What follows belongs to an exercise in optimizing a design on an open flow for a short achievable clock period and few clock cycles per item; a production flow would make more cautious choices. Function was checked by simulation only, so behaviour that the tests miss may differ from the original. Power and IR drop assume default switching activity.

--- design/flow/config.mk ---
export PLATFORM = sky130hd
export DESIGN_NAME = tile_top
export DESIGN_NICKNAME = tile_top
export VERILOG_FILES = /design/flow/design.v
export SDC_FILE = /design/flow/constraint.sdc
export NUM_CORES = 4
export LEC_CHECK = 0
export ABC_CLOCK_PERIOD_IN_PS = 1000
export CAP_MARGIN = 20
export CORE_MARGIN = 2
export CORE_UTILIZATION = 30
export PLACE_DENSITY = 0.4
export SETUP_SLACK_MARGIN = 3.0
export SLEW_MARGIN = 20
export SYNTH_MEMORY_MAX_BITS = 16384
--- design/flow/constraint.sdc ---
create_clock -name core_clock -period 6.0 [get_ports {clk_i}]
set_input_delay 1.2000 -clock core_clock [delete_from_list [all_inputs] [get_ports {clk_i}]]
set_output_delay 1.2000 -clock core_clock [all_outputs]
set_load 0.01 [all_outputs]
--- design/flow/design.v ---
`timescale 1ns/1ps
module wb_bus_arbiter (
  input  logic              clk_i,
  input  logic              rst_n_i,
  input  logic [1:0]        want_i,
  input  logic [71-1:0] req0_i,
  input  logic [71-1:0] req1_i,
  input  logic [34-1:0] ext_rsp_i,
  output logic              busy0_o,
  output logic [71-1:0] ext_req_o
);
  logic        busy0_q;
  logic        grant0;
  logic        busy0_d;
  logic [68:0] xreq0_q;
  logic [68:0] xreq0_d;
  logic [68:0] pass1_q;
  logic        stb;
  assign grant0  = ~busy0_q & want_i[0] & ~want_i[1];
  assign busy0_d = grant0 | (busy0_q & ~(ext_rsp_i[33] | ext_rsp_i[32]));
  assign xreq0_d = grant0 ? req0_i[68:0] : (busy0_d ? xreq0_q : '0);
  always_ff @(posedge clk_i or negedge rst_n_i) begin
    if (!rst_n_i) begin
      busy0_q <= 1'b0;
      xreq0_q <= '0;
      pass1_q <= '1;
    end else begin
      busy0_q <= busy0_d;
      xreq0_q <= xreq0_d;
      pass1_q <= ~{69{busy0_d}} | xreq0_d;
    end
  end
  assign stb       = (want_i[1] & ~busy0_q) | busy0_q;
  assign busy0_o   = busy0_q;
  assign ext_req_o = {stb, stb, (req1_i[68:0] & pass1_q) | xreq0_q};
endmodule
`timescale 1ns/1ps
module wb_sram_sp (
  input  logic        clk_i,
  input  logic        we_i,
  input  logic [5:0]  widx_i,
  input  logic [3:0]  sel_i,
  input  logic [31:0] wdat_i,
  input  logic [5:0]  ridx0_i,
  input  logic [5:0]  ridx1_i,
  output logic [31:0] rdat0_o,
  output logic [31:0] rdat1_o
);
  logic [31:0] word [64];
  for (genvar w = 0; w < 64; w++) begin : g_word
    logic [31:0] word_q;
    for (genvar b = 0; b < 4; b++) begin : g_byte
      always_ff @(posedge clk_i) begin
        if (we_i && widx_i == w && sel_i[b]) begin
          word_q[8*b +: 8] <= wdat_i[8*b +: 8];
        end
      end
    end
    assign word[w] = word_q;
  end
  logic [31:0] l1_0 [16];
  logic [31:0] l1_1 [16];
  logic [31:0] l2_0 [4];
  logic [31:0] l2_1 [4];
  always_comb begin
    for (int g = 0; g < 16; g++) begin
      l1_0[g] = word[4*g + ridx0_i[1:0]];
      l1_1[g] = word[4*g + ridx1_i[1:0]];
    end
    for (int g = 0; g < 4; g++) begin
      l2_0[g] = l1_0[4*g + ridx0_i[3:2]];
      l2_1[g] = l1_1[4*g + ridx1_i[3:2]];
    end
    rdat0_o = l2_0[ridx0_i[5:4]];
    rdat1_o = l2_1[ridx1_i[5:4]];
  end
endmodule
`timescale 1ns/1ps
module wb_bootrom (
  input  logic [3:0]  idx_i,
  output logic [31:0] word_o
);
  always_comb begin
    case (idx_i)
      4'h0: word_o = 32'h1800_0000;
      4'h1: word_o = 32'ha840_0000;
      4'h2: word_o = 32'h1860_e000;
      4'h3: word_o = 32'ha863_0100;
      4'h4: word_o = 32'hd403_1000;
      4'h5: word_o = 32'h8480_0000;
      4'h6: word_o = 32'he084_2000;
      4'h7: word_o = 32'hbc04_0000;
      4'h8: word_o = 32'h0fff_fffd;
      4'h9: word_o = 32'h1500_0000;
      4'ha: word_o = 32'h4400_4800;
      4'hb: word_o = 32'h1500_0000;
      4'hc: word_o = 32'h9c21_fff8;
      4'hd: word_o = 32'hd401_4800;
      4'he: word_o = 32'h8521_0000;
      default: word_o = 32'h0000_0000;
    endcase
  end
endmodule
`timescale 1ns/1ps
module tile_top (
  input  logic         clk_i,
  input  logic         rst_n_i,
  input  logic [141:0] m_req_i,
  output logic [67:0]  m_rsp_o,
  output logic [70:0]  ext_req_o,
  input  logic [33:0]  ext_rsp_i
);
  logic [71-1:0] req    [2];
  logic [1:0]        stb;
  logic [1:0]        reg_mem;
  logic [1:0]        reg_ext;
  logic [1:0]        reg_boot;
  logic [1:0]        bad;
  logic [1:0]        rd_d;
  logic [1:0]        rd_q;
  logic [31:0]       mem_rdata [2];
  logic [31:0]       rom_rdata [2];
  logic [1:0]        ext_own;
  logic              busy0;
  logic              wr1;
  logic              wr0_d;
  logic              wr0_q;
  logic              err0_q;
  assign req[0] = m_req_i[71-1:0];
  assign req[1] = m_req_i[2*71-1:71];
  assign ext_own = {~busy0, busy0};
  for (genvar m = 0; m < 2; m++) begin : g_port
    logic [31:0] rdat;
    logic [31:0] one_q;
    logic [31:0] zero_q;
    logic [3:0]  region;
    assign stb[m]      = req[m][70] & req[m][69];
    assign region      = req[m][63:60];
    assign reg_mem[m]  = (region == 4'h0);
    assign reg_ext[m]  = (region == 4'he);
    assign reg_boot[m] = (region == 4'hf);
    assign bad[m]      = ~(reg_mem[m] | reg_ext[m] | reg_boot[m]) | (reg_boot[m] & req[m][68]);
    assign rd_d[m] = stb[m] & (reg_mem[m] | reg_boot[m]) & ~req[m][68] & ~rd_q[m];
    assign rdat    = req[m][60] ? rom_rdata[m] : mem_rdata[m];
    always_ff @(posedge clk_i or negedge rst_n_i) begin
      if (!rst_n_i) begin
        rd_q[m] <= 1'b0;
      end else begin
        rd_q[m] <= rd_d[m];
      end
    end
    always_ff @(posedge clk_i) begin
      one_q  <= rd_d[m] ? rdat : '1;
      zero_q <= rd_d[m] ? rdat : '0;
    end
    for (genvar i = 0; i < 32; i++) begin : g_dat
      assign m_rsp_o[34*m + i] = ext_rsp_i[i] ? one_q[i] : zero_q[i];
    end
    wb_bootrom u_rom (
      .idx_i   (req[m][37:34]),
      .word_o  (rom_rdata[m])
    );
  end
  assign wr1   = stb[1] & reg_mem[1] & req[1][68];
  assign wr0_d = stb[0] & reg_mem[0] & req[0][68] & ~wr0_q & ~wr1;
  always_ff @(posedge clk_i or negedge rst_n_i) begin
    if (!rst_n_i) begin
      wr0_q  <= 1'b0;
      err0_q <= 1'b0;
    end else begin
      wr0_q  <= wr0_d;
      err0_q <= stb[0] & bad[0] & ~err0_q;
    end
  end
  assign m_rsp_o[33]         = rd_q[0] | wr0_q | (ext_own[0] & ext_rsp_i[33]);
  assign m_rsp_o[32]         = err0_q | (ext_own[0] & ext_rsp_i[32]);
  assign m_rsp_o[34+33]  = rd_q[1] | wr1 | (ext_own[1] & ext_rsp_i[33]);
  assign m_rsp_o[34+32]  = (stb[1] & bad[1]) | (ext_own[1] & ext_rsp_i[32]);
  wb_sram_sp u_ram (
    .clk_i    (clk_i),
    .we_i     (wr1 | wr0_d),
    .widx_i   (wr1 ? req[1][39:34] : req[0][39:34]),
    .sel_i    (wr1 ? req[1][67:64] : req[0][67:64]),
    .wdat_i   (wr1 ? req[1][31:0] : req[0][31:0]),
    .ridx0_i  (req[0][39:34]),
    .ridx1_i  (req[1][39:34]),
    .rdat0_o  (mem_rdata[0]),
    .rdat1_o  (mem_rdata[1])
  );
  wb_bus_arbiter u_ext (
    .clk_i       (clk_i),
    .rst_n_i     (rst_n_i),
    .want_i      (stb & reg_ext),
    .req0_i      (req[0]),
    .req1_i      (req[1]),
    .ext_rsp_i   (ext_rsp_i),
    .busy0_o     (busy0),
    .ext_req_o   (ext_req_o)
  );
endmodule
--- design/flow/run.sh ---
#!/bin/bash
# synth_recipe.tcl (not shown) runs the flow's synth.tcl, then flattens the netlist and writes it again
# the make line also repeats each setting of config.mk as NAME=value (left out here)
make -C /OpenROAD-flow-scripts/flow DESIGN_CONFIG=/design/flow/config.mk WORK_HOME=/design/flow/orfs CLKGATE_MAP_FILE= SYNTH_SCRIPT=/design/flow/synth_recipe.tcl finish
==> run notes <==
## state kept, by name, summed over array words and instances, names as in the netlist
| register | cells |
|---|---|
| u_ext.xreq0_q | 69 |
| rd_q | 2 |
| u_ext.busy0_q | 1 |
| u_ext.pass1_q | 69 |
| g_port.zero_q | 64 |
| u_ram.g_word.word_q | 2048 |
| err0_q | 1 |
| g_port.one_q | 64 |
| wr0_q | 1 |
## cell families (layout without fill, tap and decap cells)
group	after synthesis	after routing	synth area share (%)
compound gates	3744	3744	25.8
fa+ha+maj	14	14	0.168
buf+inv	843	2553	3.21
flops	2319	2319	64.9
mux	75	75	0.796
other cells	0	10	0
simple gates	1077	1242	5.08
## repair_timing
item,4_1_cts,5_1_grt
resized for setup,2205,1042
pin swaps,634,549
hold endpoints to repair,0,0
endpoints found under the setup margin,3980,3957
setup buffers,720,438
cloned,77,161
## area by class of cell
| class | count | area [µm²] | area share (%) |
|---|---|---|---|
| inverters | 22 | 121 | 0.0764 |
| repair buffers | 2027 | 26700 | 16.8 |
| flip-flops and latches | 2319 | 67700 | 42.7 |
| clock buffers | 369 | 7700 | 4.85 |
| well taps | 4578 | 5730 | 3.61 |
| multi-input cells | 5075 | 49400 | 31.1 |
| diodes | 10 | 25.0 | 0.0158 |
| clock inverters | 135 | 1330 | 0.835 |
## how the worst max path moves through the flow
| stage | slack, ns | cells after the start | to | from |
|---|---|---|---|---|
| 6_report | 2.53 | 9 | u_ram.g_word[51].word_q[19]$_DFFE_PP_ | m_req_i[131] |
| 5_1_grt | 2.50 | 7 | m_rsp_o[67] | m_req_i[131] |
| 4_1_cts | 2.63 | 7 | m_rsp_o[67] | m_req_i[133] |
| 3_5_place_dp | -0.04 | 9 | g_port[1].one_q[5]$_SDFF_PN1_ | m_req_i[106] |
| 3_3_place_gp | -0.08 | 10 | g_port[1].one_q[7]$_SDFF_PN1_ | m_req_i[106] |
| 2_1_floorplan | 2.37 | 13 | g_port[1].one_q[25]$_SDFF_PN1_ | m_req_i[106] |
## through the flow
step	worst slack (ns)	utilization (%)	hold slack (ns)	area (µm²)
2_1_floorplan	2.37	-	0.412	110000
3_3_place_gp	-0.0837	34.5	0.432	119000
3_5_place_dp	-0.0434	34.5	0.437	120000
4_1_cts	2.63	42.1	0.370	146000
5_1_grt	2.50	45.9	0.443	159000
6_report	2.53	45.9	0.377	159000
## placed cells by master (no fill, tap or decap), drive strengths merged, types with 175 or more instances in the layout
master,Yosys,layout
edfxtp,2048,2048
buf,163,1859
a22oi,1591,1591
a31oi,420,420
a21oi,409,409
nand2,240,398
clkbuf,658,397
a221oi,349,349
o21ai,327,327
nor2,269,269
o41ai,175,175
## power by group
group | switching [W] | internal [W] | total, W
logic | 0.00441 | 0.00247 | 0.00688
registers | 0.0000103 | 0.0176 | 0.0176
clock network | 0.00733 | 0.0100 | 0.0173
total | 0.0118 | 0.0301 | 0.0418
## worst reg2reg max path: cells and delay by family, from the launching register on
family                 cells  cell delay (ns)
AOI/OAI and AO/OA          4             1.13
and+or+nand+nor            1             0.17
buffers and inverters      1             0.22
DFF                        1             1.15
## layer usage
layer	vias to the layer above	part of all wire [%]
li1	37500	-
met4	6	8.8
met1	50800	36
met5	-	0.0061
met2	7974	43
met3	1891	12
==> run notes <==
- Status: complete, no violations
- Total power: 0.0418 W
- Max Clock Skew: around 0.046 ns
- Distinct cells, synth: 79
- Max VDD drop: 0.206 mV
- Port bufs: around 320
- Crit Reg-Reg Startpoint: u_ram.g_word[0].word_q[5]$_DFFE_PP_
- Busiest grt layer: met2
- CP max stage cell: nand2_1
- First-pass GRT wire length: 831000 µm
- Vias: about 100000
- Hold Crit Class: input port to asynchronous set/reset pin
- Synth warn: 13
- Area Growth Syn to Fin: 52.2%
- Peak Freq: 288 MHz
- Slew @ Worst Pin: between 1 and 1.5 ns
- Power density cells: 263 nW/µm²
- Mapped Area: 104000 µm²
- R2r worst-path depth: 6
- Worst R2R End: g_port[1].zero_q[5]$_SDFF_PN0_
- Setup TNS: 0 ns
- CP Launch Type: input port
- Top FF cell, synth: edfxtp_1
- Clock Latency Late Sink: about 0.96 ns
- Met1 GRT Util: approximately 44%
- Mapped Cells: approximately 8100
- Drt pass-1 iters: 8
- Max-capacitance violation count: 0
- Hold Fails Final Rpt: 0
- Hold buffers post-CTS: 0
- Post-DRT Antenna Nets: 0
- DRT Wirelength: approximately 670000 µm
- Crit path max fanout: 32
- DR DRC count: 0
- Register area share after synthesis: approximately 65%
- GP Congestion: 0.965
- GRT overflow: 0
- TritonCTS buffer count: about 280
- Clock Path Buffers: 4
- Final setup viols: 0
- Ports: around 320
- Synth area leader: edfxtp_1
- Clock slew at reported path FFs: around 0.06 ns
- Die height: 594 µm
- Chip width: just under 600 µm
- # nets final: approximately 9900
- GRT met3 Usage: under 10%
- Vias/cell: approximately 6.8
- Slew Limit Fails: 0
- Total GRT Usage: roughly a third
- Setup crit end kind: flip-flop
- Leakage: ~52 nW
- Synth top area share: approximately three fifths
- Starting Density: 30.1%
- Tmin final: between 3 and 4 ns
- Crit-path cells: buf_12, nor4_4, buf_4, buf_6, buf_6, and4_4, buf_4, nand2_1, nand2_8
- Met2 Use GR: a little over half
- Fill cells: slightly above 30000
- Syn_area_per_cell: ~13 µm²
- RSZ-0062 raised after global routing: true
- Tcrit/Tclk final: around 58%
- Vias in the first global route: between 90000 and 100k
- H-tree depth: 5
- Family with the most delay on the worst path: simple AND/OR/NAND/NOR gates
- Reg2Reg Setup Slack: ~3.2 ns
- Initial antenna violation count: 24
- Die Area: around 350000 µm²
- Net count after synthesis: between 8000 and 9000
- Share of cells above drive strength 1: 41.2%
- Worst EP required: approximately 6.7 ns
- Seq cells post-synth: 2319
- Count leader, synth: edfxtp_1
- Count of flip-flops with a built-in enable after synthesis: just over 2000
- Starting DRT DRC Count: 17400
- # rows: 216
- Core area: about 350000 µm²
- Final cell count without fillers: ~15000
- Ranking of synthesized cells by area: edfxtp_1 59%, a22oi_1 11%, a221oi_1 2.9%
- WP buf/inv: 5
- CTS Sinks: roughly 2300
- Critical path's largest stage delay: slightly above 0.8 ns
- CTS tree: yes
- Drt wl/cell: approximately 46 µm
- Largest net degree at the start of global routing: 108
- DP HPWL: between 300000 and 400000 µm
- Post-synth top cells: 2048 x edfxtp_1, 1591 x a22oi_1, 658 x clkbuf_1, 420 x a31oi_1, 409 x a21oi_1
- Fraction of registers with async set/reset: 6.17%
- Slew HR: roughly 14%
- Post-placement cell count: 12600
- Crit Path Class: input port to flip-flop
- CTS root buf: clkbuf_16
- Critical path arrival: 4.17 ns
Testbench counts, summed over its fixed seeds: cycles 5,741, items 4,800.

## port drivers added, routing unchanged
How much do the figures lean on ideal ports? The routed layout below was timed once more, with nothing changed but the port constraints.
Step 1 (the two cells are an assumption about what drives the block):
set clk [get_ports {clk_i}]
set_driving_cell -lib_cell sky130_fd_sc_hd__clkbuf_16 $clk
set_driving_cell -lib_cell sky130_fd_sc_hd__buf_2 [delete_from_list [all_inputs] $clk]
Step 2, shift: input delay + t, output delay - t, t = (earliest + latest rising clock arrival at the registers) / 2. This alone moves slack from input paths to output paths.
a / b / c = no drivers / after step 1 / after step 2; a / b = the first two.
t, ns: 1.038
setup slack, ns: 2.526 / 2.498 / 1.544
worst hold slack (ns): 0.377 / 0.314 / 0.445
slew at the worst register clock pin (ns): 0.07 / 0.07
worst slew at a driven data input, ns: 0.24
After both steps setup and hold are still met in this run. For this run, drivers alone change the setup slack by -0.028 ns; drivers and shift together by -0.982 ns.
